This design comes from an exercise in tuning for small area, a short achievable clock period and few clock cycles per item on the open sky130 flow, not from production work. RTL that was checked went through simulation tests only; none was proved equivalent to the original. Only the layout flow was run in runs 3 and 6; the RTL was not checked for function there.

==> flow/design.v <==
module gcd_multilane #(
    parameter int width_p = 32,
    parameter int els_p   = 4
) (
    input  logic                       clk_i,
    input  logic                       reset_i,
    input  logic [2*width_p-1:0]       data_i,
    input  logic                       v_i,
    output logic                       ready_o,
    output logic [width_p-1:0]         data_o,
    output logic                       v_o,
    input  logic                       yumi_i,
    output logic [$clog2(els_p+1)-1:0] count_o
);
    localparam int sh_w   = $clog2(width_p);
    localparam int max_sh = 7;
    function automatic logic [sh_w:0] ctz(input logic [width_p-1:0] x);
        logic [width_p-1:0]           v;
        logic [width_p-1:0][sh_w-1:0] c;
        for (int i = 0; i < width_p; i++) begin
            v[i] = x[i];
            c[i] = '0;
        end
        for (int l = 0; l < sh_w; l++) begin
            for (int i = 0; i < (width_p >> (l + 1)); i++) begin
                c[i] = v[2*i] ? c[2*i] : (c[2*i+1] | sh_w'(1 << l));
                v[i] = v[2*i] | v[2*i+1];
            end
        end
        ctz = {!v[0], c[0]};
    endfunction
    logic                busy_q;
    logic                fin_q;      
    logic [width_p-1:0]  a_q, b_q;
    logic [sh_w-1:0]     k_q;        
    logic                accept, retire, eq, found, k_zero, shift_a;
    assign eq      = (a_q == b_q);
    assign found   = eq && a_q[0];
    assign k_zero  = (k_q == '0);
    assign shift_a = !k_zero && fin_q;
    assign ready_o = !reset_i && !busy_q;
    assign v_o     = busy_q && k_zero && fin_q;
    assign data_o  = a_q;
    assign count_o = {{($clog2(els_p+1)-1){1'b0}}, busy_q};
    assign accept  = v_i && ready_o;
    assign retire  = yumi_i && v_o;
    logic [width_p-1:0]  g, p, gg, pp, g2, p2;
    logic [width_p-1:0]  diff, below, flip, a_step, b_step;
    logic [width_p+max_sh-1:0] ext;
    logic                neg, over;
    logic [sh_w-1:0]     k_new;
    logic                z_ab;
    assign {z_ab, k_new} = ctz(data_i[width_p-1:0] | data_i[2*width_p-1:width_p]);
    logic [max_sh:0]     x_lo;
    logic [2:0]          sh;
    always_comb begin
        g  = a_q & ~b_q;
        p  = ~(a_q ^ b_q);
        gg = g;
        pp = p;
        gg[0] = g[0] | p[0];      
        for (int l = 1; l < width_p; l = l * 2) begin
            g2 = gg;
            p2 = pp;
            for (int i = 0; i < width_p; i++) begin
                if ((i / l) % 2 == 1) begin
                    g2[i] = gg[i] | (pp[i] & gg[(i / l) * l - 1]);
                    p2[i] = pp[i] & pp[(i / l) * l - 1];
                end
            end
            gg = g2;
            pp = p2;
        end
        diff[0]  = ~p[0];
        below[0] = 1'b0;
        for (int i = 1; i < width_p; i++) begin
            diff[i]  = p[i] ^ gg[i-1];
            below[i] = ~pp[i-1];
        end
        neg  = ~gg[width_p-1];
        x_lo   = ~p[max_sh:0];
        sh     = 3'(ctz({{(width_p-max_sh-1){1'b0}}, x_lo}));
        over   = (x_lo == '0);
        for (int i = 0; i < width_p; i++) begin
            flip[i] = (i != 0) && (!over || (i + max_sh >= width_p) ||
                                   below[(i + max_sh) % width_p]);
        end
        ext    = {{max_sh{neg}}, diff} >> sh;
        b_step = ext[width_p-1:0] ^ ({width_p{neg}} & flip);
        if (!a_q[0])         a_step = b_q;
        else if (!b_q[0])    a_step = a_q;
        else if (neg)        a_step = a_q;
        else                 a_step = b_q;
    end
    always_ff @(posedge clk_i) begin
        if (reset_i) begin
            busy_q <= 1'b0;
        end else if (accept) begin
            busy_q <= 1'b1;
        end else if (retire) begin
            busy_q <= 1'b0;
        end
    end
    always_ff @(posedge clk_i) begin
        if (accept) begin
            a_q     <= data_i[width_p-1:0];
            b_q     <= data_i[2*width_p-1:width_p];
            fin_q   <= z_ab;
            k_q     <= z_ab ? '0 : k_new;
        end else begin
            if (shift_a) begin
                a_q <= a_q << 1;
            end else if (!fin_q) begin
                a_q <= a_step;
            end
            b_q     <= b_step;
            fin_q   <= fin_q || found;
            if (shift_a) begin
                k_q <= k_q - 1'b1;
            end
        end
    end
endmodule
==> flow/flow/run.sh <==
#!/bin/bash
# The standard layout, with each port buffered by sky130_fd_sc_hd__buf_1
# instead of the delay-buffer cell buffer_ports picks by default.
set -euo pipefail
export BUFFER_PORTS_ARGS="-buffer_cell sky130_fd_sc_hd__buf_1"
bash standard.sh finish > flow_make.log 2>&1
==> flow/standard.sh <==
#!/bin/bash
# synth_recipe.tcl (not shown) runs the flow's synth.tcl, then flattens the netlist and writes it again
# the make line also repeats each setting of config.mk as NAME=value (left out here)
make -C /OpenROAD-flow-scripts/flow DESIGN_CONFIG=/design/flow/config.mk WORK_HOME=/design/flow/orfs CLKGATE_MAP_FILE= SYNTH_SCRIPT=/design/flow/synth_recipe.tcl "${@:-finish}"
==> flow/config.mk <==
export PLATFORM = sky130hd
export DESIGN_NAME = gcd_multilane
export DESIGN_NICKNAME = gcd_multilane
export VERILOG_FILES = /design/flow/design.v
export SDC_FILE = /design/flow/constraint.sdc
export NUM_CORES = 4
export LEC_CHECK = 0
export CAP_MARGIN = 20
export CORE_MARGIN = 2
export CORE_UTILIZATION = 50
export CTS_BUF_LIST = sky130_fd_sc_hd__clkbuf_4 sky130_fd_sc_hd__clkbuf_8
export SETUP_SLACK_MARGIN = 4.0
export SLEW_MARGIN = 20
==> flow/constraint.sdc <==
create_clock -name core_clock -period 8.0 [get_ports {clk_i}]
set_input_delay 1.6000 -clock core_clock [delete_from_list [all_inputs] [get_ports {clk_i}]]
set_output_delay 1.6000 -clock core_clock [all_outputs]
set_load 0.01 [all_outputs]
==> run summary, run 1 <==
outcome -> timing/DRC/antenna clean
Std-Cell Rows -> 44
number of CTS-inserted buffers -> 9
global-route wire length before repair -> 39.1 mm
post-synthesis cell area -> 7530 µm²
Starting DRT DRC Count -> 785
worst clock skew -> 10.9 ps
input/output buffers -> 102
vertical die dimension -> 127 µm
routed vias -> 7735
time the final worst path needs with I/O delays and setup -> 3970 ps
initial core utilization -> 0.515
highest-count cells in the layout ignoring fill and taps -> sky130_fd_sc_hd__nand2_1 (126), sky130_fd_sc_hd__buf_1 (102), sky130_fd_sc_hd__nor2_1 (96), sky130_fd_sc_hd__o21ai_0 (77), sky130_fd_sc_hd__a21oi_1 (70)
CTS max path bufs -> 2
kind of capture point of the worst setup path -> flip-flop
maximum number of pins on one net before global-route repair -> 91
DRC violation count after routing -> 0
Final period util -> 0.496
area of the die -> 16100 µm²
Post-Synthesis Cells -> 973
All-Layer GR Usage -> 0.308
fraction of synthesis flops using an asynchronous set or reset pin -> 0
CTS tree -> yes
met2 Track Usage GR -> 0.502
EDFF count, synth -> 37
unrepaired setup endpoints after global routing -> true
element type at the critical path start -> input pin
design area -> 8270 µm²
final-report hold violation count -> 0
number of register bits inferred by synthesis -> 71
total I/O pin count -> 105
clock transition at the registers of the reported paths -> 80 ps
vias in the first global route -> 7277
Worst-Margin Slew -> 1100 ps
met3 track demand over resource in global routing -> 0.0287
GR Layer Usage met1 -> 0.427
type of the worst min-delay path -> flip-flop to flip-flop
first drt pass iteration count -> 5
Data arrival, critical path -> 4090 ps
post-synthesis area per instance -> 7.74 µm²
wire per inst -> 19.9 µm
CTS Root Cell -> sky130_fd_sc_hd__clkbuf_8
grt ovf -> 0
clock latency on the worst-skew pair -> 390 ps
count of inserted antenna diode cells -> 0
total wire length -> 24.7 mm
Final HPWL DP -> 18.2 mm
worst hold slack -> 547 ps
die extent in x -> 127 µm
leading cell type in the layout, fill and taps excluded -> sky130_fd_sc_hd__nand2_1
placed cell area -> 7860 µm²
headroom to the max-slew limit -> 0.260
antenna violations before repair -> 0
sequential element share of the synthesized area -> 0.238
number of nets in the final layout -> 1157
Worst Path Class, Setup -> input pin to flip-flop
maximum achievable frequency -> 252 MHz
busiest layer in global routing -> met2
clk sink count -> 71
most used flip-flop cell after synthesis -> sky130_fd_sc_hd__edfxtp_1
number of pins exceeding their max-slew limit in the final report -> 0
depth of the CTS H-tree -> 3
sum of negative setup slack -> 0 ps
count of cell types in the netlist -> 90
Core Area -> 14600 µm²
residual antenna-violating net count after detailed routing -> 0
Critical Path RT -> 8120 ps
crit path max fanout -> 3
layout cell share with drive strength beyond 1 -> 0.0816
P&R area growth vs syn -> 9.80%
hold buffer count at CTS -> 0
setup violators final -> 0
max cap viols -> 0
number of vias per cell after detailed routing -> 6.25
number of warnings issued by yosys -> 1
final weighted congestion of routability-driven global placement -> 0.932
==> cell usage after synthesis, types with 6 or more instances <==
| master | n | area (µm²) |
|---|---|---|
| sky130_fd_sc_hd__nor2b_1 | 7 | 43.8 |
| sky130_fd_sc_hd__nand3_1 | 21 | 105 |
| sky130_fd_sc_hd__nand2_1 | 126 | 473 |
| sky130_fd_sc_hd__nor2_1 | 97 | 364 |
| sky130_fd_sc_hd__o31ai_1 | 8 | 60.1 |
| sky130_fd_sc_hd__nor3_1 | 29 | 145 |
| sky130_fd_sc_hd__a211oi_1 | 14 | 105 |
| sky130_fd_sc_hd__edfxtp_1 | 37 | 1110 |
| sky130_fd_sc_hd__nor4_1 | 22 | 138 |
| sky130_fd_sc_hd__o211ai_1 | 13 | 97.6 |
| sky130_fd_sc_hd__nand4_1 | 11 | 68.8 |
| sky130_fd_sc_hd__ha_1 | 35 | 438 |
| sky130_fd_sc_hd__clkbuf_1 | 28 | 105 |
| sky130_fd_sc_hd__mux2i_1 | 47 | 470 |
| sky130_fd_sc_hd__a221oi_1 | 6 | 52.6 |
| sky130_fd_sc_hd__a21oi_1 | 75 | 375 |
| sky130_fd_sc_hd__o21a_1 | 6 | 45.0 |
| sky130_fd_sc_hd__buf_2 | 7 | 35.0 |
| sky130_fd_sc_hd__inv_1 | 48 | 180 |
| sky130_fd_sc_hd__o21ai_1 | 6 | 30.0 |
| sky130_fd_sc_hd__xnor2_1 | 31 | 272 |
| sky130_fd_sc_hd__a31oi_1 | 11 | 68.8 |
| sky130_fd_sc_hd__nand2b_1 | 8 | 50.1 |
| sky130_fd_sc_hd__xor2_1 | 11 | 96.3 |
| sky130_fd_sc_hd__o21ai_0 | 82 | 410 |
| sky130_fd_sc_hd__dfxtp_1 | 34 | 681 |
| sky130_fd_sc_hd__clkbuf_8 | 14 | 193 |
| sky130_fd_sc_hd__o22ai_1 | 8 | 50.1 |
==> layer usage <==
metal,share of wire,routed length (µm)
met4,0.025,608
met5,0,0
met3,0.052,1290
met1,0.47,11500
met2,0.46,11300
==> worst max-delay path, cell delays in order <==
cell and delay [ps]:
sky130_fd_sc_hd__buf_1 160, sky130_fd_sc_hd__nor4_1 920, sky130_fd_sc_hd__nand4_1 470, sky130_fd_sc_hd__nor2_1 270
sky130_fd_sc_hd__nor2_2 120, sky130_fd_sc_hd__nand2_1 80, sky130_fd_sc_hd__a21oi_1 90, sky130_fd_sc_hd__a311oi_1 290
sky130_fd_sc_hd__a21oi_1 60
==> final timing paths <==
kind / start / end / slack [ps] / depth (start not counted)
worst max-delay path: data_i[17] / k_q[1] / 4030 / 9
worst min-delay path: busy_q / busy_q / 550 / 2
worst max register to register: a_q[21] / a_q[20] / 4150 / 10
worst min register to register: busy_q / busy_q / 550 / 2
==> area by class of cell <==
class / count / area (µm²)
Fill cell: 1480 / 6370
Multi-Input combinational cell: 799 / 5320
Sequential cell: 71 / 1790
Timing Repair Buffer: 120 / 556
Tap cell: 184 / 230
Inverter: 48 / 180
Clock buffer: 10 / 131
Clock inverter: 6 / 61.3
==> sequential cells by signal (all words and copies together), names as in the netlist <==
signal  count
a_q        32
busy_q      1
fin_q       1
b_q        32
k_q         5
==> logic make-up (layout without fill, tap and decap cells) <==
logic type / after synthesis / count (layout) / synth area share
AND/OR/NAND/NOR: 357 / 358 / 0.220
AO/OA/AOI/OAI: 303 / 303 / 0.268
buffers and inverters: 105 / 184 / 0.0770
flip-flops: 71 / 71 / 0.238
multiplexers: 54 / 54 / 0.0759
XOR/XNOR: 42 / 42 / 0.0488
adder cells (fa/ha/maj): 40 / 40 / 0.0714
other: 1 / 2 / 0.000498
==> what timing repair did <==
item,CTS,global route
endpoints found under the setup margin,46,58
setup buffers,1,6
pin swaps,1,2
gates cloned,1,0
gates resized for setup,10,18
==> metrics by stage <==
stage / setup WS (ps) / util / instances
after global placement: 3430 / 0.537 / 1214
after CTS: 4010 / 0.554 / 1232
after global routing: 3950 / 0.565 / 1238
after detailed placement: 3330 / 0.537 / 1214
after floorplan: 4070 / - / 974
final: 4030 / 0.565 / 1238
Testbench counts, summed over its fixed seeds: cycles 40,891, items 1,920.
==> run 2, diff against run 1 <==
--- a/flow/config.mk
+++ b/flow/config.mk
@@ -7,7 +7,7 @@
 export LEC_CHECK = 0
 export CAP_MARGIN = 20
 export CORE_MARGIN = 2
-export CORE_UTILIZATION = 50
+export CORE_UTILIZATION = 70
 export CTS_BUF_LIST = sky130_fd_sc_hd__clkbuf_4 sky130_fd_sc_hd__clkbuf_8
 export SETUP_SLACK_MARGIN = 4.0
 export SLEW_MARGIN = 20
==> run summary, run 2 <==
wire per inst -> 19.4 µm (-2.5%)
post-synthesis area per instance -> 7.74 µm² (unchanged)
dominant cell type by count on the critical path -> sky130_fd_sc_hd__xnor2_1
cells taking the most area after synthesis -> sky130_fd_sc_hd__edfxtp_1 (15%), sky130_fd_sc_hd__dfxtp_1 (9.0%), sky130_fd_sc_hd__nand2_1 (6.3%), sky130_fd_sc_hd__mux2i_1 (6.2%), sky130_fd_sc_hd__ha_1 (5.8%)
Worst-Margin Slew -> 1050 ps (-49.6 ps)
crit path from -> a_q[5]
area of the die -> 11600 µm² (-28%)
Std-Cell Rows -> 37 (-16%)
type of the worst min-delay path -> flip-flop to flip-flop
crit path max fanout -> 7 (+4)
first drt pass iteration count -> 7 (+2)
setup violators final -> 0 (unchanged)
fraction of synthesis flops using an asynchronous set or reset pin -> 0 (unchanged)
final-report hold violation count -> 0 (unchanged)
Core Area -> 10400 µm² (-29%)
CTS tree -> yes
All-Layer GR Usage -> 0.400 (+0.0917)
initial core utilization -> 0.727 (+0.212)
input/output buffers -> 102 (unchanged)
Data arrival, critical path -> 4200 ps (+110 ps)
met3 track demand over resource in global routing -> 0.0678 (+0.0391)
vertical die dimension -> 108 µm (-15%)
met2 Track Usage GR -> 0.629 (+0.127)
layout cell share with drive strength beyond 1 -> 0.0724 (-0.00921)
Post-Synthesis Cells -> 973 (unchanged)
EDFF count, synth -> 37 (unchanged)
grt ovf -> 0 (unchanged)
max cap viols -> 0 (unchanged)
total I/O pin count -> 105 (unchanged)
hold_sp -> busy_q
origin of the critical flop-to-flop path -> a_q[5]
post-synthesis cell area -> 7530 µm² (unchanged)
kind of capture point of the worst setup path -> flip-flop
number of vias per cell after detailed routing -> 6.77 (+8.3%)
most frequently used cell type in the post-synthesis netlist -> sky130_fd_sc_hd__nand2_1
Finished Layout Cells -> 1186 (-4.2%)
registers with the most flip-flops -> a_q: 32 flops, b_q: 32 flops, k_q: 5 flops
die extent in x -> 108 µm (-15%)
number of nets in the final layout -> 1153 (-0.35%)
most used flip-flop cell after synthesis -> sky130_fd_sc_hd__edfxtp_1
CTS max path bufs -> 2 (unchanged)
GR Layer Usage met1 -> 0.529 (+0.102)
time the final worst path needs with I/O delays and setup -> 3950 ps (-18.2 ps)
clk sink count -> 71 (unchanged)
busiest layer in global routing -> met2
share of the synthesized area in the top cell type -> 0.147 (unchanged)
Final HPWL DP -> 16.7 mm (-8.5%)
Fill cells -> 812 (-45%)
critical-path cell with the highest stage delay -> sky130_fd_sc_hd__mux4_2
depth of the CTS H-tree -> 3 (unchanged)
antenna violations before repair -> 0 (unchanged)
P&R area growth vs syn -> 7.57%
maximum achievable frequency -> 253 MHz (+0.46%)
unrepaired setup endpoints after global routing -> true
Worst Path Class, Setup -> flip-flop to flip-flop
most area-hungry cell type in the Yosys netlist -> sky130_fd_sc_hd__edfxtp_1
clock transition at the registers of the reported paths -> 80 ps (about the same)
worst hold slack -> 533 ps (-13.9 ps)
maximum number of pins on one net before global-route repair -> 91 (unchanged)
Final period util -> 0.494 (-0.00227)
count of cell types in the netlist -> 90 (unchanged)
ranking of synthesized cells by instance count -> sky130_fd_sc_hd__nand2_1 (126), sky130_fd_sc_hd__nor2_1 (97), sky130_fd_sc_hd__o21ai_0 (82)
worst clock skew -> 13.2 ps (+2.31 ps)
residual antenna-violating net count after detailed routing -> 0 (unchanged)
ordered list of cells on the worst path -> ha_1, a211oi_1, o21bai_1, o21ai_2, nand2_1, fa_1, xnor2_1, inv_1, mux4_2, mux2i_1, xnor2_1, a21oi_1
sum of negative setup slack -> 0 ps (unchanged)
headroom to the max-slew limit -> 0.298 (+0.0379)
element type at the critical path start -> flip-flop
clock latency on the worst-skew pair -> 390 ps (about the same)
Starting DRT DRC Count -> 884 (+13%)
total wire length -> 23.0 mm (-6.6%)
number of pins exceeding their max-slew limit in the final report -> 0 (unchanged)
final weighted congestion of routability-driven global placement -> 1.03 (+10%)
sequential element share of the synthesized area -> 0.238 (unchanged)
routed vias -> 8027 (+3.8%)
peak per-stage delay on the critical path -> 490 ps (-430 ps)
highest-count cells in the layout ignoring fill and taps -> sky130_fd_sc_hd__nand2_1 (126), sky130_fd_sc_hd__buf_1 (102), sky130_fd_sc_hd__nor2_1 (97), sky130_fd_sc_hd__o21ai_0 (80), sky130_fd_sc_hd__a21oi_1 (72)
leading cell type in the layout, fill and taps excluded -> sky130_fd_sc_hd__nand2_1
number of warnings issued by yosys -> 1 (unchanged)
number of CTS-inserted buffers -> 9 (unchanged)
number of register bits inferred by synthesis -> 71 (unchanged)
DRC violation count after routing -> 0 (unchanged)
outcome -> timing/DRC/antenna clean
Critical Path RT -> 8250 ps (+130 ps)
hold buffer count at CTS -> 0 (unchanged)
global-route wire length before repair -> 36.1 mm (-7.5%)
post-placement cell count -> 1165 (-4.0%)
vias in the first global route -> 7165 (-1.5%)
count of inserted antenna diode cells -> 0 (unchanged)
CTS Root Cell -> sky130_fd_sc_hd__clkbuf_8
-- run 2: cell counts after synthesis --
No cell type changed its count.
-- run 2: worst max-delay path, delay by kind of cell, from the launching register on --
kind	cells	cell delay, ps
adder cells (fa/ha/maj)	2	810
AO/OA/AOI/OAI	4	1040
buffers and inverters	1	80
XOR/XNOR	2	610
multiplexers	2	730
flip-flops	1	420
AND/OR/NAND/NOR	1	140
-- run 2: layout make-up --
type / count / area, µm² / area share
timing repair buffer: 116 / 513 / 0.0633
tap: 136 / 170 / 0.0210
clock inverter: 6 / 36.3 / 0.00448
inverter: 48 / 180 / 0.0222
sequential: 71 / 1790 / 0.221
multi-input combinational: 799 / 5280 / 0.651
clock buffer: 10 / 138 / 0.0170
-- run 2: final timing paths --
path,depth (start not counted),endpoint,slack (ps)
hold reg to reg,2,busy_q,530
hold / removal,2,busy_q,530
setup / recovery,12,b_q[12],4050
setup reg to reg,12,b_q[12],4050
-- run 2: layer usage --
metal	wire length (µm)	up-vias
met2	10200	520
li1	-	3743
met1	9200	3666
met4	1120	0
met3	2490	98
met5	0	-
-- run 2: timing repair --
| action | 4_1_cts | 5_1_grt |
|---|---|---|
| gates resized for setup | 10 | 7 |
| setup buffers | 1 | 3 |
| endpoints found under the setup margin | 43 | 46 |
| gates cloned | 1 | 0 |
| pin swaps | 1 | 1 |
-- run 2: kinds of logic after synthesis --
family	Yosys count	share of synthesized area
and+or+nand+nor	357	0.220
AOI/OAI and AO/OA	303	0.268
buffers and inverters	105	0.0770
DFF	71	0.238
muxes	54	0.0759
xor gates and xnor gates	42	0.0488
adders and majority gates	40	0.0714
other	1	0.000498
-- run 2: metrics by stage --
step	area [µm²]	utilization	setup WS, ps
after floorplan	7540	-	4070
after global placement	7790	0.751	3540
after detailed placement	7790	0.751	3430
after CTS	8020	0.774	4040
after global routing	8110	0.782	3920
final	8110	0.782	4050
==> run 3, diff against run 2 <==
--- a/flow/design.v
+++ b/flow/design.v
@@ -34,7 +34,6 @@
     logic [width_p-1:0]  a_q, b_q;
     logic [sh_w-1:0]     k_q;        
     logic                accept, retire, eq, found, k_zero, shift_a;
-    assign eq      = (a_q == b_q);
     assign found   = eq && a_q[0];
     assign k_zero  = (k_q == '0);
     assign shift_a = !k_zero && fin_q;
@@ -78,6 +77,7 @@
             below[i] = ~pp[i-1];
         end
         neg  = ~gg[width_p-1];
+        eq   = pp[width_p-1];
         x_lo   = ~p[max_sh:0];
         sh     = 3'(ctz({{(width_p-max_sh-1){1'b0}}, x_lo}));
         over   = (x_lo == '0);
--- a/flow/config.mk
+++ b/flow/config.mk
@@ -7,7 +7,7 @@
 export LEC_CHECK = 0
 export CAP_MARGIN = 20
 export CORE_MARGIN = 2
-export CORE_UTILIZATION = 70
+export CORE_UTILIZATION = 62
 export CTS_BUF_LIST = sky130_fd_sc_hd__clkbuf_4 sky130_fd_sc_hd__clkbuf_8
 export SETUP_SLACK_MARGIN = 4.0
 export SLEW_MARGIN = 20
==> run summary, run 3 <==
CTS Root Cell -> sky130_fd_sc_hd__clkbuf_8
kind of capture point of the worst setup path -> flip-flop
maximum achievable frequency -> 251 MHz (-0.81%)
Worst-Margin Slew -> 894 ps (-156 ps)
global-route wire length before repair -> 35.9 mm (-0.65%)
post-synthesis area per instance -> 7.54 µm² (-2.7%)
outcome -> timing/DRC/antenna clean
final-report hold violation count -> 0 (unchanged)
Post-Synthesis Cells -> 978 (+0.51%)
Data arrival, critical path -> 4230 ps (+30 ps)
vertical die dimension -> 113 µm (+4.9%)
final worst slack -> 4020 ps (-32.3 ps)
area of the die -> 12800 µm² (+10%)
layout cell share with drive strength beyond 1 -> 0.0670 (-0.00533)
number of nets in the final layout -> 1147 (-0.52%)
final weighted congestion of routability-driven global placement -> 1.00 (-2.6%)
number of warnings issued by yosys -> 1 (unchanged)
wire per inst -> 18.7 µm (-3.7%)
crit path max fanout -> 2 (-5)
clk sink count -> 71 (unchanged)
CTS tree -> yes
Worst Path Class, Setup -> input pin to flip-flop
die extent in x -> 113 µm (+4.9%)
antenna violations before repair -> 0 (unchanged)
Core Area -> 11500 µm² (+11%)
number of vias per cell after detailed routing -> 6.47 (-4.4%)
most frequently used cell type in the post-synthesis netlist -> sky130_fd_sc_hd__nand2_1
input/output buffers -> 102 (unchanged)
clock latency on the worst-skew pair -> 390 ps (about the same)
residual antenna-violating net count after detailed routing -> 0 (unchanged)
leading cell type in the layout, fill and taps excluded -> sky130_fd_sc_hd__nand2_1
number of CTS-inserted buffers -> 9 (unchanged)
worst clock skew -> 14.8 ps (+1.66 ps)
unrepaired setup endpoints after global routing -> true
max cap viols -> 0 (unchanged)
P&R area growth vs syn -> 8.56%
post-route core utilization -> 0.695 (-0.0869)
instance count along the most critical hold path -> 2 (unchanged)
share of the synthesized area in the top cell type -> 0.151 (+0.00330)
number of cell instances on the worst register-to-register path -> 13 (+1)
Final period util -> 0.498 (+0.00404)
first drt pass iteration count -> 24 (+17)
headroom to the max-slew limit -> 0.404 (+0.106)
count of inserted antenna diode cells -> 0 (unchanged)
maximum number of pins on one net before global-route repair -> 100 (+9.9%)
clock transition at the registers of the reported paths -> 90 ps (about the same)
time the final worst path needs with I/O delays and setup -> 3980 ps (+32.3 ps)
Final HPWL DP -> 16.6 mm (-0.52%)
grt ovf -> 0 (unchanged)
depth of the CTS H-tree -> 3 (unchanged)
ranking of synthesized cells by instance count -> sky130_fd_sc_hd__nand2_1 (111), sky130_fd_sc_hd__nor2_1 (89), sky130_fd_sc_hd__o21ai_0 (84)
sum of negative setup slack -> 0 ps (unchanged)
type of the worst min-delay path -> flip-flop to flip-flop
setup slack of the worst register-to-register path -> 4130 ps (+80 ps)
All-Layer GR Usage -> 0.351 (-0.0482)
post-synthesis cell area -> 7370 µm² (-2.2%)
hold_sp -> busy_q
fraction of synthesis flops using an asynchronous set or reset pin -> 0 (unchanged)
sequential element share of the synthesized area -> 0.243 (+0.00533)
number of register bits inferred by synthesis -> 71 (unchanged)
registers with the most flip-flops -> a_q: 32 flops, b_q: 32 flops, k_q: 5 flops
pre-CTS WS -> 3350 ps (-87.5 ps)
total wire length -> 22.2 mm (-3.6%)
Std-Cell Rows -> 39 (+5.4%)
origin of the critical flop-to-flop path -> a_q[0]
worst r2r dst -> b_q[23]
cells taking the most area after synthesis -> sky130_fd_sc_hd__edfxtp_1 (15%), sky130_fd_sc_hd__dfxtp_1 (9.2%), sky130_fd_sc_hd__mux2i_1 (6.2%), sky130_fd_sc_hd__ha_1 (5.9%), sky130_fd_sc_hd__o21ai_0 (5.7%)
CTS max path bufs -> 2 (unchanged)
Hold Path Sink -> busy_q
EDFF count, synth -> 37 (unchanged)
total I/O pin count -> 105 (unchanged)
Critical Path RT -> 8240 ps (about the same)
Fill cells -> 1035 (+27%)
highest-count cells in the layout ignoring fill and taps -> sky130_fd_sc_hd__nand2_1 (110), sky130_fd_sc_hd__buf_1 (102), sky130_fd_sc_hd__nor2_1 (86), sky130_fd_sc_hd__o21ai_0 (84), sky130_fd_sc_hd__a21oi_1 (69)
Starting DRT DRC Count -> 747 (-15%)
most used flip-flop cell after synthesis -> sky130_fd_sc_hd__edfxtp_1
DRC violation count after routing -> 0 (unchanged)
routed vias -> 7677 (-4.4%)
count of cell types in the netlist -> 84 (-6.7%)
initial core utilization -> 0.640 (-0.0867)
most area-hungry cell type in the Yosys netlist -> sky130_fd_sc_hd__edfxtp_1
vias in the first global route -> 7037 (-1.8%)
setup violators final -> 0 (unchanged)
element type at the critical path start -> input pin
number of pins exceeding their max-slew limit in the final report -> 0 (unchanged)
==> run 3: stage by stage <==
stage / hold WS, ps / area [µm²] / instances
finish: 544 / 8000 / 1187
global route: 612 / 8000 / 1187
CTS: 553 / 7950 / 1185
detailed placement: 544 / 7720 / 1169
global placement: 519 / 7720 / 1169
floorplan: 494 / 7370 / 979
==> run 3: kinds of logic (layout without fill, tap and decap cells) <==
logic type      Yosys count  in the layout  synth area share
simple gates            360            360             0.232
compound gates          305            305             0.274
buf+inv                 118            183            0.0686
flops                    71             71             0.243
mux                      47             47            0.0640
fa+ha+maj                40             40            0.0730
xor+xnor                 36             36            0.0453
other cells               1              2          0.000509
==> run 3: repair_timing <==
item	4_1_cts	5_1_grt
endpoints found under the setup margin	32	24
pin swaps	0	1
hold buffers	0	0
resized for setup	5	10
setup buffers	0	2
==> run 3: worst max-delay path, cell delays in order <==
cell,delay [ps]
sky130_fd_sc_hd__buf_1,80
sky130_fd_sc_hd__nor2_1,260
sky130_fd_sc_hd__nor3_1,80
sky130_fd_sc_hd__nor3_1,230
sky130_fd_sc_hd__o31ai_1,110
sky130_fd_sc_hd__a2111oi_1,740
sky130_fd_sc_hd__o41ai_1,170
sky130_fd_sc_hd__a2111oi_0,700
sky130_fd_sc_hd__a311oi_1,120
sky130_fd_sc_hd__a21oi_1,150
==> run 3: cell type report <==
| type | count | area [µm²] | area share |
|---|---|---|---|
| multi-input combinational | 790 | 5160 | 0.645 |
| sequential | 71 | 1790 | 0.224 |
| timing repair buffer | 114 | 477 | 0.0596 |
| inverter | 53 | 199 | 0.0249 |
| tap | 143 | 179 | 0.0224 |
| clock buffer | 12 | 146 | 0.0183 |
| clock inverter | 4 | 48.8 | 0.00610 |
==> run 3: worst max path at each step <==
stage,startpoint,to,slack [ps],cells after the start
2_1_floorplan,a_q[0],a_q[10],4110,13
3_3_place_gp,a_q[9],a_q[16],3520,10
3_5_place_dp,a_q[13],a_q[16],3350,10
4_1_cts,a_q[0],a_q[16],4020,12
5_1_grt,a_q[0],b_q[10],3980,15
6_report,data_i[14],k_q[0],4020,10
==> run 3: routing by layer <==
| layer | share of wire | vias to the layer above | track usage | wire, µm |
|---|---|---|---|---|
| met1 | 0.43 | 3562 | 0.487 | 9610 |
| li1 | - | 3723 | - | - |
| met3 | 0.085 | 33 | 0.0573 | 1890 |
| met4 | 0.019 | 0 | 0.104 | 418 |
| met2 | 0.46 | 359 | 0.567 | 10300 |
| met5 | 0 | - | 0 | 0 |
==> run 4, diff against run 3 <==
--- a/flow/design.v
+++ b/flow/design.v
@@ -34,6 +34,7 @@
     logic [width_p-1:0]  a_q, b_q;
     logic [sh_w-1:0]     k_q;        
     logic                accept, retire, eq, found, k_zero, shift_a;
+    assign eq      = (a_q == b_q);
     assign found   = eq && a_q[0];
     assign k_zero  = (k_q == '0);
     assign shift_a = !k_zero && fin_q;
@@ -77,7 +78,6 @@
             below[i] = ~pp[i-1];
         end
         neg  = ~gg[width_p-1];
-        eq   = pp[width_p-1];
         x_lo   = ~p[max_sh:0];
         sh     = 3'(ctz({{(width_p-max_sh-1){1'b0}}, x_lo}));
         over   = (x_lo == '0);
==> run summary, run 4 <==
number of register bits inferred by synthesis -> 71 (unchanged)
highest-count cells in the layout ignoring fill and taps -> sky130_fd_sc_hd__nand2_1 (126), sky130_fd_sc_hd__buf_1 (102), sky130_fd_sc_hd__nor2_1 (97), sky130_fd_sc_hd__o21ai_0 (79), sky130_fd_sc_hd__a21oi_1 (72)
number of CTS-inserted buffers -> 9 (unchanged)
Std-Cell Rows -> 40 (+2.6%)
CTS max path bufs -> 2 (unchanged)
most used flip-flop cell after synthesis -> sky130_fd_sc_hd__edfxtp_1
Final period util -> 0.489 (-0.00846)
grt ovf -> 0 (unchanged)
P&R area growth vs syn -> 8.45% (about the same)
clock latency on the worst-skew pair -> 380 ps (about the same)
Worst-Margin Slew -> 1070 ps (+172 ps)
Worst Path Class, Setup -> flip-flop to flip-flop
number of pins exceeding their max-slew limit in the final report -> 0 (unchanged)
leading cell type in the layout, fill and taps excluded -> sky130_fd_sc_hd__nand2_1
hold buffer count at CTS -> 0 (unchanged)
EDFF count, synth -> 37 (unchanged)
clock transition at the registers of the reported paths -> 80 ps (about the same)
vias in the first global route -> 6932 (-1.5%)
fraction of synthesis flops using an asynchronous set or reset pin -> 0 (unchanged)
final weighted congestion of routability-driven global placement -> 1.01 (+0.66%)
vertical die dimension -> 114 µm (+1.1%)
metal2 WL -> 10.5 mm (+1.9%)
first drt pass iteration count -> 6 (-75%)
Starting DRT DRC Count -> 791 (+5.9%)
ranking of synthesized cells by instance count -> sky130_fd_sc_hd__nand2_1 (126), sky130_fd_sc_hd__nor2_1 (97), sky130_fd_sc_hd__o21ai_0 (82)
Final HPWL DP -> 17.0 mm (+2.6%)
post-synthesis cell area -> 7530 µm² (+2.2%)
post-synthesis area per instance -> 7.74 µm² (+2.8%)
input/output buffers -> 102 (unchanged)
placed cell area -> 7790 µm² (+0.86%)
initial core utilization -> 0.630 (-0.0100)
crit path max fanout -> 25 (+23)
kind of capture point of the worst setup path -> flip-flop
maximum achievable frequency -> 255 MHz (+1.7%)
type of the worst min-delay path -> flip-flop to flip-flop
sequential element share of the synthesized area -> 0.238 (-0.00533)
wire per inst -> 19.6 µm (+4.8%)
cells taking the most area after synthesis -> sky130_fd_sc_hd__edfxtp_1 (15%), sky130_fd_sc_hd__dfxtp_1 (9.0%), sky130_fd_sc_hd__nand2_1 (6.3%), sky130_fd_sc_hd__mux2i_1 (6.2%), sky130_fd_sc_hd__ha_1 (5.8%)
residual antenna-violating net count after detailed routing -> 0 (unchanged)
depth of the CTS H-tree -> 3 (unchanged)
share of the synthesized area in the top cell type -> 0.147 (-0.00330)
layout cell share with drive strength beyond 1 -> 0.0734 (+0.00635)
global-route wire length before repair -> 36.1 mm (+0.60%)
number of warnings issued by yosys -> 1 (unchanged)
Fill cells -> 1100 (+6.3%)
final-report hold violation count -> 0 (unchanged)
largest delay contributor family on the critical path -> compound AO/OA/AOI/OAI gates
sum of negative setup slack -> 0 ps (unchanged)
unrepaired setup endpoints after global routing -> true
max cap viols -> 0 (unchanged)
CTS Root Cell -> sky130_fd_sc_hd__clkbuf_8
number of nets in the final layout -> 1152 (+0.44%)
peak per-stage delay on the critical path -> 500 ps (-240 ps)
CTS tree -> yes
total I/O pin count -> 105 (unchanged)
Data arrival, critical path -> 4050 ps (-180 ps)
element type at the critical path start -> flip-flop
total wire length -> 23.5 mm (+5.6%)
design area -> 8170 µm² (+2.1%)
All-Layer GR Usage -> 0.356 (+0.00493)
sequential cell area in the final layout -> 1790 µm² (unchanged)
Multi-input gate area -> 5290 µm² (+2.5%)
die extent in x -> 114 µm (+1.1%)
time the final worst path needs with I/O delays and setup -> 3920 ps (-67.7 ps)
ordered list of cells on the worst path -> ha_1, a21oi_1, o21ai_4, a221o_1, a22o_4, a2111o_1, a21o_4, o21ai_2, nand3_4, buf_12
count of cell types in the netlist -> 90 (+7.1%)
critical-path cell with the highest stage delay -> sky130_fd_sc_hd__a2111o_1
Post-Synthesis Cells -> 973 (-0.51%)
registers with the most flip-flops -> a_q: 32 flops, b_q: 32 flops, k_q: 5 flops
total buffers and inverters traversed by the critical path -> 1 (unchanged)
count of inserted antenna diode cells -> 0 (unchanged)
number of vias per cell after detailed routing -> 6.58 (+1.7%)
Met3 Routed Length -> 2.03 mm (+7.7%)
headroom to the max-slew limit -> 0.287 (-0.117)
setup violators final -> 0 (unchanged)
most frequently used cell type in the post-synthesis netlist -> sky130_fd_sc_hd__nand2_1
antenna violations before repair -> 0 (unchanged)
worst clock skew -> 11.2 ps (-3.62 ps)
routed vias -> 7864 (+2.4%)
Critical Path RT -> 8140 ps (-100 ps)
DRC violation count after routing -> 0 (unchanged)
most area-hungry cell type in the Yosys netlist -> sky130_fd_sc_hd__edfxtp_1
sum of routed wire segments on met1 -> 10.1 mm (+5.6%)
maximum number of pins on one net before global-route repair -> 91 (-9.0%)
area of the die -> 13100 µm² (+2.2%)
Core Area -> 12000 µm² (+3.9%)
outcome -> timing/DRC/antenna clean
clk sink count -> 71 (unchanged)
max layer used -> met4
==> run 4: worst register-to-register path: stages (launching register included) <==
cell	delay (ps)
sky130_fd_sc_hd__edfxtp_1	410
sky130_fd_sc_hd__ha_1	440
sky130_fd_sc_hd__a21oi_1	320
sky130_fd_sc_hd__o21ai_4	150
sky130_fd_sc_hd__a221o_1	440
sky130_fd_sc_hd__a22o_4	330
sky130_fd_sc_hd__a2111o_1	500
sky130_fd_sc_hd__a21o_4	390
sky130_fd_sc_hd__o21ai_2	360
sky130_fd_sc_hd__nand3_4	120
sky130_fd_sc_hd__buf_12	200
==> run 4: logic make-up (layout without fill, tap and decap cells) <==
kind of cell / Yosys count / in the layout / share of synthesized area
AND/OR/NAND/NOR: 357 / 358 / 0.220
AO/OA/AOI/OAI: 303 / 303 / 0.268
buffers and inverters: 105 / 179 / 0.0770
flip-flops: 71 / 71 / 0.238
multiplexers: 54 / 54 / 0.0759
XOR/XNOR: 42 / 42 / 0.0488
adder cells (fa/ha/maj): 40 / 40 / 0.0714
other: 1 / 2 / 0.000498
==> run 4: cell type report <==
class	instances	share of cell area
multi-input cells	799	0.647
flip-flops and latches	71	0.219
repair buffers	115	0.0634
well taps	147	0.0225
inverters	48	0.0220
clock buffers	13	0.0204
clock inverters	3	0.00521
==> run 4: worst paths after layout <==
path | startpoint | end | depth (start not counted) | slack [ps]
worst max register to register | a_q[17] | a_q[20] | 10 | 4080
worst min-delay path | busy_q | busy_q | 2 | 570
worst max-delay path | a_q[17] | a_q[20] | 10 | 4080
worst min register to register | busy_q | busy_q | 2 | 570
==> run 4: per-stage QoR <==
step | worst slack [ps] | std cells | util | hold slack, ps
CTS | 3860 | 1192 | 0.673 | 583
detailed placement | 3400 | 1174 | 0.651 | 571
global route | 3890 | 1196 | 0.683 | 605
floorplan | 4070 | 974 | - | 499
finish | 4080 | 1196 | 0.683 | 569
global placement | 3560 | 1174 | 0.651 | 514
==> run 4: layer usage <==
layer	GRT usage	vias to the layer above
li1	-	3765
met4	0.151	0
met5	0	-
met1	0.483	3601
met3	0.0603	68
met2	0.562	430
==> run 4: timing repair <==
item                                    in CTS  in global routing
buffers inserted                             1                  4
gates resized for setup                      8                 11
gates cloned                                 1                  0
pin swaps                                    1                  2
endpoints found under the setup margin      46                 48
Testbench counts of run 4, summed over its fixed seeds: cycles 40,891, items 1,920.
==> run 5, diff against run 4 <==
--- a/flow/config.mk
+++ b/flow/config.mk
@@ -9,5 +9,5 @@
 export CORE_MARGIN = 2
 export CORE_UTILIZATION = 62
 export CTS_BUF_LIST = sky130_fd_sc_hd__clkbuf_4 sky130_fd_sc_hd__clkbuf_8
-export SETUP_SLACK_MARGIN = 4.0
+export SETUP_SLACK_MARGIN = 4.1
 export SLEW_MARGIN = 20
==> run summary, run 5 <==
number of nets in the final layout -> 1158 (+0.52%)
wire per inst -> 19.7 µm (+0.36%)
clk sink count -> 71 (unchanged)
Std-Cell Rows -> 40 (unchanged)
crit path from -> a_q[21]
leading cell type in the layout, fill and taps excluded -> sky130_fd_sc_hd__nand2_1
Worst-Margin Slew -> 912 ps (-155 ps)
post-synthesis cell area -> 7530 µm² (unchanged)
highest-count cells in the layout ignoring fill and taps -> sky130_fd_sc_hd__nand2_1 (126), sky130_fd_sc_hd__buf_1 (102), sky130_fd_sc_hd__nor2_1 (96), sky130_fd_sc_hd__o21ai_0 (78), sky130_fd_sc_hd__a21oi_1 (72)
cells taking the most area after synthesis -> sky130_fd_sc_hd__edfxtp_1 (15%), sky130_fd_sc_hd__dfxtp_1 (9.0%), sky130_fd_sc_hd__nand2_1 (6.3%), sky130_fd_sc_hd__mux2i_1 (6.2%), sky130_fd_sc_hd__ha_1 (5.8%)
total I/O pin count -> 105 (unchanged)
depth of the CTS H-tree -> 3 (unchanged)
EDFF count, synth -> 37 (unchanged)
total wire length -> 23.7 mm (+0.86%)
Data arrival, critical path -> 3970 ps (-80 ps)
global-route wire length before repair -> 36.3 mm (+0.42%)
antenna violations before repair -> 0 (unchanged)
unrepaired setup endpoints after global routing -> true
clock transition at the registers of the reported paths -> 80 ps (about the same)
kind of capture point of the worst setup path -> flip-flop
total number of cells along the worst setup path -> 10 (unchanged)
number of CTS-inserted buffers -> 9 (unchanged)
grt ovf -> 0 (unchanged)
share of the synthesized area in the top cell type -> 0.147 (unchanged)
element type at the critical path start -> flip-flop
Core Area -> 12000 µm² (unchanged)
fraction of synthesis flops using an asynchronous set or reset pin -> 0 (unchanged)
vertical die dimension -> 114 µm (unchanged)
setup slack of the worst register-to-register path -> 4160 ps (+80 ps)
Critical Path Sink -> a_q[23]
initial core utilization -> 0.630 (unchanged)
Final HPWL DP -> 17.1 mm (+0.69%)
worst hold slack -> 550 ps (-19.0 ps)
pre-CTS WS -> 3670 ps (+261 ps)
maximum achievable frequency -> 261 MHz (+2.1%)
DRC violation count after routing -> 0 (unchanged)
origin of the critical flop-to-flop path -> a_q[21]
worst clock skew -> 11.4 ps (+0.139 ps)
Worst Path Class, Setup -> flip-flop to flip-flop
number of register bits inferred by synthesis -> 71 (unchanged)
total buffers and inverters traversed by the critical path -> 1 (unchanged)
P&R area growth vs syn -> 9.50%
input/output buffers -> 102 (unchanged)
sequential element share of the synthesized area -> 0.238 (unchanged)
Post-Synthesis Cells -> 973 (unchanged)
sum of negative setup slack -> 0 ps (unchanged)
clock latency on the worst-skew pair -> 380 ps (about the same)
peak per-stage delay on the critical path -> 550 ps (+50 ps)
hold_sp -> busy_q
type of the worst min-delay path -> flip-flop to flip-flop
most frequently used cell type in the post-synthesis netlist -> sky130_fd_sc_hd__nand2_1
first drt pass iteration count -> 7 (+1)
critical-path cell with the highest stage delay -> sky130_fd_sc_hd__a2111o_1
ordered list of cells on the worst path -> ha_1, and3_4, and2_4, a221o_2, a22o_4, a2111o_1, a21o_4, o21ai_4, nand3_4, buf_12
crit path max fanout -> 13 (-48%)
outcome -> timing/DRC/antenna clean
worst r2r dst -> a_q[23]
die extent in x -> 114 µm (unchanged)
CTS Root Cell -> sky130_fd_sc_hd__clkbuf_8
routed vias -> 7904 (+0.51%)
count of cell types in the netlist -> 90 (unchanged)
largest delay contributor family on the critical path -> compound AO/OA/AOI/OAI gates
headroom to the max-slew limit -> 0.392 (+0.105)
number of warnings issued by yosys -> 1 (unchanged)
registers with the most flip-flops -> a_q: 32 flops, b_q: 32 flops, k_q: 5 flops
number of vias per cell after detailed routing -> 6.58 (about the same)
post-synthesis area per instance -> 7.74 µm² (unchanged)
most used flip-flop cell after synthesis -> sky130_fd_sc_hd__edfxtp_1
final-report hold violation count -> 0 (unchanged)
number of pins exceeding their max-slew limit in the final report -> 0 (unchanged)
time the final worst path needs with I/O delays and setup -> 3840 ps (-79.1 ps)
setup violators final -> 0 (unchanged)
most area-hungry cell type in the Yosys netlist -> sky130_fd_sc_hd__edfxtp_1
number of cell instances on the worst register-to-register path -> 10 (unchanged)
final worst slack -> 4160 ps (+79.1 ps)
layout cell share with drive strength beyond 1 -> 0.0834 (+0.0100)
final weighted congestion of routability-driven global placement -> 0.991 (-1.7%)
Final period util -> 0.480 (-0.00989)
residual antenna-violating net count after detailed routing -> 0 (unchanged)
maximum number of pins on one net before global-route repair -> 91 (unchanged)
Critical Path RT -> 8140 ps (about the same)
CTS tree -> yes
CTS max path bufs -> 2 (unchanged)
ranking of synthesized cells by instance count -> sky130_fd_sc_hd__nand2_1 (126), sky130_fd_sc_hd__nor2_1 (97), sky130_fd_sc_hd__o21ai_0 (82)
max cap viols -> 0 (unchanged)
All-Layer GR Usage -> 0.357 (+0.000866)
count of inserted antenna diode cells -> 0 (unchanged)
area of the die -> 13100 µm² (unchanged)
Starting DRT DRC Count -> 972 (+23%)
vias in the first global route -> 6874 (-0.84%)
run 5: metrics by stage:
| step | std cells | util | instance area [µm²] |
|---|---|---|---|
| finish | 1202 | 0.690 | 8250 |
| global route | 1202 | 0.690 | 8250 |
| CTS | 1197 | 0.679 | 8120 |
| detailed placement | 1175 | 0.652 | 7800 |
| global placement | 1175 | 0.652 | 7800 |
| floorplan | 974 | - | 7550 |
run 5: how the worst min path moves through the flow:
stage / end / slack, ps / depth (start not counted)
floorplan: busy_q / 500 / 2
global placement: busy_q / 520 / 2
detailed placement: busy_q / 550 / 2
CTS: busy_q / 560 / 2
global route: busy_q / 600 / 2
finish: busy_q / 550 / 2
run 5: metal layers:
metal	GRT usage	wire, µm	vias up
met5	0	0	-
met4	0.149	805	0
met3	0.0529	2100	67
met2	0.563	10600	431
met1	0.491	10200	3642
li1	-	-	3764
run 5: tightest hold or removal path, stage by stage, from the launching register on:
cell and delay, ps:
sky130_fd_sc_hd__dfxtp_1 340, sky130_fd_sc_hd__nor2_1 110, sky130_fd_sc_hd__a211oi_1 50
run 5: cells by family after synthesis:
family,count (synthesis),synth area share
AND/OR/NAND/NOR,357,0.220
AO/OA/AOI/OAI,303,0.268
buffers and inverters,105,0.0770
flip-flops,71,0.238
multiplexers,54,0.0759
XOR/XNOR,42,0.0488
adder cells (fa/ha/maj),40,0.0714
other,1,0.000498
run 5: final cells by class:
class / instances / area (µm²)
repair buffers: 120 / 556
clock buffers: 10 / 131
inverters: 48 / 180
well taps: 147 / 184
fillers: 1036 / 3710
flip-flops and latches: 71 / 1790
clock inverters: 6 / 61.3
multi-input cells: 800 / 5350
run 5: repair_timing:
item	CTS	global route
endpoints found under the hold margin	0	0
resized for setup	10	17
gates cloned	1	1
endpoints found under the setup margin	45	56
buffers inserted	5	4
pin swaps	2	2
hold buffers	0	0
==> run 6, diff against run 5 <==
--- a/flow/design.v
+++ b/flow/design.v
@@ -47,7 +47,8 @@
     logic [width_p-1:0]  g, p, gg, pp, g2, p2;
     logic [width_p-1:0]  diff, below, flip, a_step, b_step;
     logic [width_p+max_sh-1:0] ext;
-    logic                neg, over;
+    logic                neg, over, a_short;
+    logic [width_p-1:0]  a_top;
     logic [sh_w-1:0]     k_new;
     logic                z_ab;
     assign {z_ab, k_new} = ctz(data_i[width_p-1:0] | data_i[2*width_p-1:width_p]);
@@ -87,9 +88,14 @@
         end
         ext    = {{max_sh{neg}}, diff} >> sh;
         b_step = ext[width_p-1:0] ^ ({width_p{neg}} & flip);
+        a_top = a_q;
+        for (int d = 1; d < width_p; d = d * 2) begin
+            a_top = a_top | (a_top >> d);
+        end
+        a_short = |(b_q & ~a_top);
         if (!a_q[0])         a_step = b_q;
         else if (!b_q[0])    a_step = a_q;
-        else if (neg)        a_step = a_q;
+        else if (a_short)    a_step = a_q;
         else                 a_step = b_q;
     end
     always_ff @(posedge clk_i) begin
--- a/flow/config.mk
+++ b/flow/config.mk
@@ -9,5 +9,5 @@
 export CORE_MARGIN = 2
 export CORE_UTILIZATION = 62
 export CTS_BUF_LIST = sky130_fd_sc_hd__clkbuf_4 sky130_fd_sc_hd__clkbuf_8
-export SETUP_SLACK_MARGIN = 4.1
+export SETUP_SLACK_MARGIN = 4.0
 export SLEW_MARGIN = 20
==> run summary, run 6 <==
setup violators final -> 0 (unchanged)
routed vias -> 8304 (+5.1%)
Std-Cell Rows -> 40 (unchanged)
total I/O pin count -> 105 (unchanged)
kind of capture point of the worst setup path -> flip-flop
most frequently used cell type in the post-synthesis netlist -> sky130_fd_sc_hd__nor2_1
hold buffer count at CTS -> 0 (unchanged)
CTS tree -> yes
input/output buffers -> 102 (unchanged)
share of the synthesized area in the top cell type -> 0.146 (-0.00145)
CTS Root Cell -> sky130_fd_sc_hd__clkbuf_8
fraction of synthesis flops using an asynchronous set or reset pin -> 0 (unchanged)
number of nets in the final layout -> 1190 (+2.8%)
final-report hold violation count -> 0 (unchanged)
number of warnings issued by yosys -> 1 (unchanged)
DRC violation count after routing -> 0 (unchanged)
post-synthesis cell area -> 7610 µm² (+1.0%)
Starting DRT DRC Count -> 1059 (+9.0%)
vias in the first global route -> 6979 (+1.5%)
layout cell share with drive strength beyond 1 -> 0.0672 (-0.0162)
simple-gate share of the synthesized area -> 0.224 (+0.00375)
type of the worst min-delay path -> flip-flop to flip-flop
sequential element share of the synthesized area -> 0.235 (-0.00235)
Final HPWL DP -> 19.6 mm (+14%)
P&R area growth vs syn -> 8.53%
Data arrival, critical path -> 4080 ps (+110 ps)
initial core utilization -> 0.634 (+0.00363)
number of pins exceeding their max-slew limit in the final report -> 0 (unchanged)
Final period util -> 0.484 (+0.00405)
highest-count cells in the layout ignoring fill and taps -> sky130_fd_sc_hd__nor2_1 (125), sky130_fd_sc_hd__nand2_1 (108), sky130_fd_sc_hd__buf_1 (102), sky130_fd_sc_hd__a21oi_1 (83), sky130_fd_sc_hd__o21ai_0 (70)
count of inserted antenna diode cells -> 0 (unchanged)
time the final worst path needs with I/O delays and setup -> 3870 ps (+32.4 ps)
CTS max path bufs -> 2 (unchanged)
depth of the CTS H-tree -> 3 (unchanged)
EDFF count, synth -> 37 (unchanged)
vertical die dimension -> 115 µm (+0.48%)
max cap viols -> 0 (unchanged)
count of cell types in the netlist -> 91 (+1.1%)
post-synthesis area per instance -> 7.50 µm² (-3.2%)
main combinational cell family by area after synthesis -> compound AO/OA/AOI/OAI gates
number of register bits inferred by synthesis -> 71 (unchanged)
headroom to the max-slew limit -> 0.440 (+0.0480)
antenna violations before repair -> 0 (unchanged)
area of the die -> 13200 µm² (+0.96%)
Core Area -> 12000 µm² (+0.42%)
post-placement cell count -> 1215 (+3.4%)
unrepaired setup endpoints after global routing -> true
final weighted congestion of routability-driven global placement -> 1.01 (+2.0%)
ranking of synthesized cells by instance count -> sky130_fd_sc_hd__nor2_1 (126), sky130_fd_sc_hd__nand2_1 (108), sky130_fd_sc_hd__a21oi_1 (85)
Post-Synthesis Cells -> 1015 (+4.3%)
Worst Path Class, Setup -> flip-flop to flip-flop
clock transition at the registers of the reported paths -> 80 ps (about the same)
clock latency on the worst-skew pair -> 350 ps (-30 ps)
sum of negative setup slack -> 0 ps (unchanged)
registers with the most flip-flops -> a_q: 32 flops, b_q: 32 flops, k_q: 5 flops
total wire length -> 25.4 mm (+7.5%)
number of vias per cell after detailed routing -> 6.73 (+2.4%)
most used flip-flop cell after synthesis -> sky130_fd_sc_hd__edfxtp_1
cells taking the most area after synthesis -> sky130_fd_sc_hd__edfxtp_1 (15%), sky130_fd_sc_hd__dfxtp_1 (8.9%), sky130_fd_sc_hd__mux2i_1 (6.4%), sky130_fd_sc_hd__nor2_1 (6.2%), sky130_fd_sc_hd__ha_1 (5.9%)
residual antenna-violating net count after detailed routing -> 0 (unchanged)
All-Layer GR Usage -> 0.374 (+0.0166)
die extent in x -> 115 µm (+0.48%)
number of CTS-inserted buffers -> 9 (unchanged)
leading cell type in the layout, fill and taps excluded -> sky130_fd_sc_hd__nor2_1
multiplexer share of the synthesized area -> 0.0733 (-0.00256)
post-synthesis compound-gate area fraction -> 0.283 (+0.0153)
Critical Path RT -> 8210 ps (+70 ps)
global-route wire length before repair -> 38.0 mm (+4.9%)
clk sink count -> 71 (unchanged)
wire per inst -> 20.6 µm (+4.8%)
post-synthesis share of cell area spent on full adders, half adders and majority gates -> 0.0723 (+0.000940)
first drt pass iteration count -> 6 (-1)
Worst-Margin Slew -> 840 ps (-71.9 ps)
most area-hungry cell type in the Yosys netlist -> sky130_fd_sc_hd__edfxtp_1
maximum number of pins on one net before global-route repair -> 97 (+6.6%)
Finished Layout Cells -> 1233 (+2.6%)
worst clock skew -> 14.8 ps (+3.48 ps)
XOR/XNOR Fraction of Synth Area -> 0.0483 (-0.000482)
crit path max fanout -> 5 (-8)
maximum achievable frequency -> 258 MHz (-0.84%)
outcome -> timing/DRC/antenna clean
element type at the critical path start -> flip-flop
grt ovf -> 0 (unchanged)
## run 6: cell types whose count changed after synthesis, sizes merged, moves of 8 or more
cell / delta
xor2: +13
xnor2: -13
nor3: +8
nor2: +29
nand2: -19
inv: +10
a21oi: +9
a211oi: +11
## run 6: repair_timing
item | in CTS | in global routing
setup buffers | 0 | 2
endpoints found under the setup margin | 10 | 27
endpoints found under the hold margin | 0 | 0
pin swaps | 0 | 2
gates resized for setup | 2 | 11
## run 6: critical path, stage by stage (launching register included)
cell	delay, ps
sky130_fd_sc_hd__edfxtp_1	450
sky130_fd_sc_hd__inv_1	120
sky130_fd_sc_hd__ha_1	230
sky130_fd_sc_hd__fa_1	390
sky130_fd_sc_hd__nand3b_1	280
sky130_fd_sc_hd__a21oi_2	300
sky130_fd_sc_hd__nor2_1	90
sky130_fd_sc_hd__fa_1	400
sky130_fd_sc_hd__xor2_1	180
sky130_fd_sc_hd__mux2i_1	150
sky130_fd_sc_hd__mux2i_1	260
sky130_fd_sc_hd__mux2i_1	120
sky130_fd_sc_hd__a221oi_1	330
sky130_fd_sc_hd__xor2_1	320
sky130_fd_sc_hd__a21oi_1	110
## run 6: final cells by class
class                   instances  area, µm²
multi-input cells             828       5430
fillers                      1090       3750
flip-flops and latches         71       1790
repair buffers                113        465
inverters                      58        218
well taps                     147        184
clock buffers                   9        124
clock inverters                 7       48.8
## run 6: worst paths after layout
check | start | endpoint | slack [ps] | cells after the start
worst max-delay path | a_q[0] | b_q[2] | 4130 | 14
worst min-delay path | busy_q | busy_q | 540 | 2
worst max register to register | a_q[0] | b_q[2] | 4130 | 14
worst min register to register | busy_q | busy_q | 540 | 2
## run 6: through the flow
| stage | util | hold WS (ps) | setup slack (ps) | area [µm²] |
|---|---|---|---|---|
| 3_5_place_dp | 0.667 | 525 | 3760 | 8010 |
| 4_1_cts | 0.683 | 536 | 4060 | 8200 |
| 6_report | 0.688 | 540 | 4130 | 8260 |
| 5_1_grt | 0.688 | 560 | 3920 | 8260 |
| 2_1_floorplan | - | 499 | 4250 | 7610 |
| 3_3_place_gp | 0.667 | 519 | 3900 | 8010 |
## run 6: routing by layer
metal,share of wire,vias to the layer above,track usage,wire length [µm]
li1,-,3892,-,-
met1,0.46,3781,0.597,11600
met2,0.39,593,0.483,9950
met3,0.14,38,0.106,3450
met4,0.018,0,0.100,456
met5,0,-,0,0
## run 6: cells by family (layout without fill, tap and decap cells)
group | count (synthesis) | after routing
and+or+nand+nor | 367 | 367
AOI/OAI and AO/OA | 323 | 323
DFF | 71 | 71
xor gates and xnor gates | 42 | 42
muxes | 53 | 53
buffers and inverters | 117 | 187
other | 1 | 2
adders and majority gates | 41 | 41

## static timing again, ports no longer ideal
The results above use ideal ports. As a check the final layouts listed here were re-extracted and re-timed, cells and wires unchanged.
Step 1 (the two cells are an assumption about what drives the block):
set clk [get_ports {clk_i}]
set_driving_cell -lib_cell sky130_fd_sc_hd__clkbuf_16 $clk
set_driving_cell -lib_cell sky130_fd_sc_hd__buf_2 [delete_from_list [all_inputs] $clk]
Step 2, shift: input delay + t, output delay - t, t = (earliest + latest rising clock arrival at the registers) / 2. This alone moves slack from input paths to output paths.
a / b / c = ideal ports / drivers / drivers and shift; a / b = the first two.
run | shift t [ns] | setup slack, ns | worst hold slack (ns) | worst setup path after step 2 | latest minus earliest clock arrival (ns)
run 1 | 0.420 | 4.031 / 4.045 / 3.625 | 0.547 / 0.547 / 0.547 | input to register | 0.011 / 0.011
run 2 | 0.413 | 4.049 / 4.049 / 3.897 | 0.533 / 0.533 / 0.533 | input to register | 0.013 / 0.013
run 3 | 0.414 | 4.017 / 4.031 / 3.616 | 0.544 / 0.544 / 0.544 | input to register | 0.015 / 0.015
run 4 | 0.413 | 4.084 / 4.084 / 3.783 | 0.569 / 0.569 / 0.569 | input to register | 0.012 / 0.011
run 5 | 0.407 | 4.164 / 4.164 / 3.967 | 0.550 / 0.550 / 0.550 | input to register | 0.011 / 0.011
run 6 | 0.373 | 4.131 / 4.131 / 4.131 | 0.540 / 0.540 / 0.540 | register to register | 0.015 / 0.015
After both steps setup and hold are still met in every run listed. For run 1, which loses most, drivers alone change the setup slack by +0.014 ns; drivers and shift together by -0.406 ns.
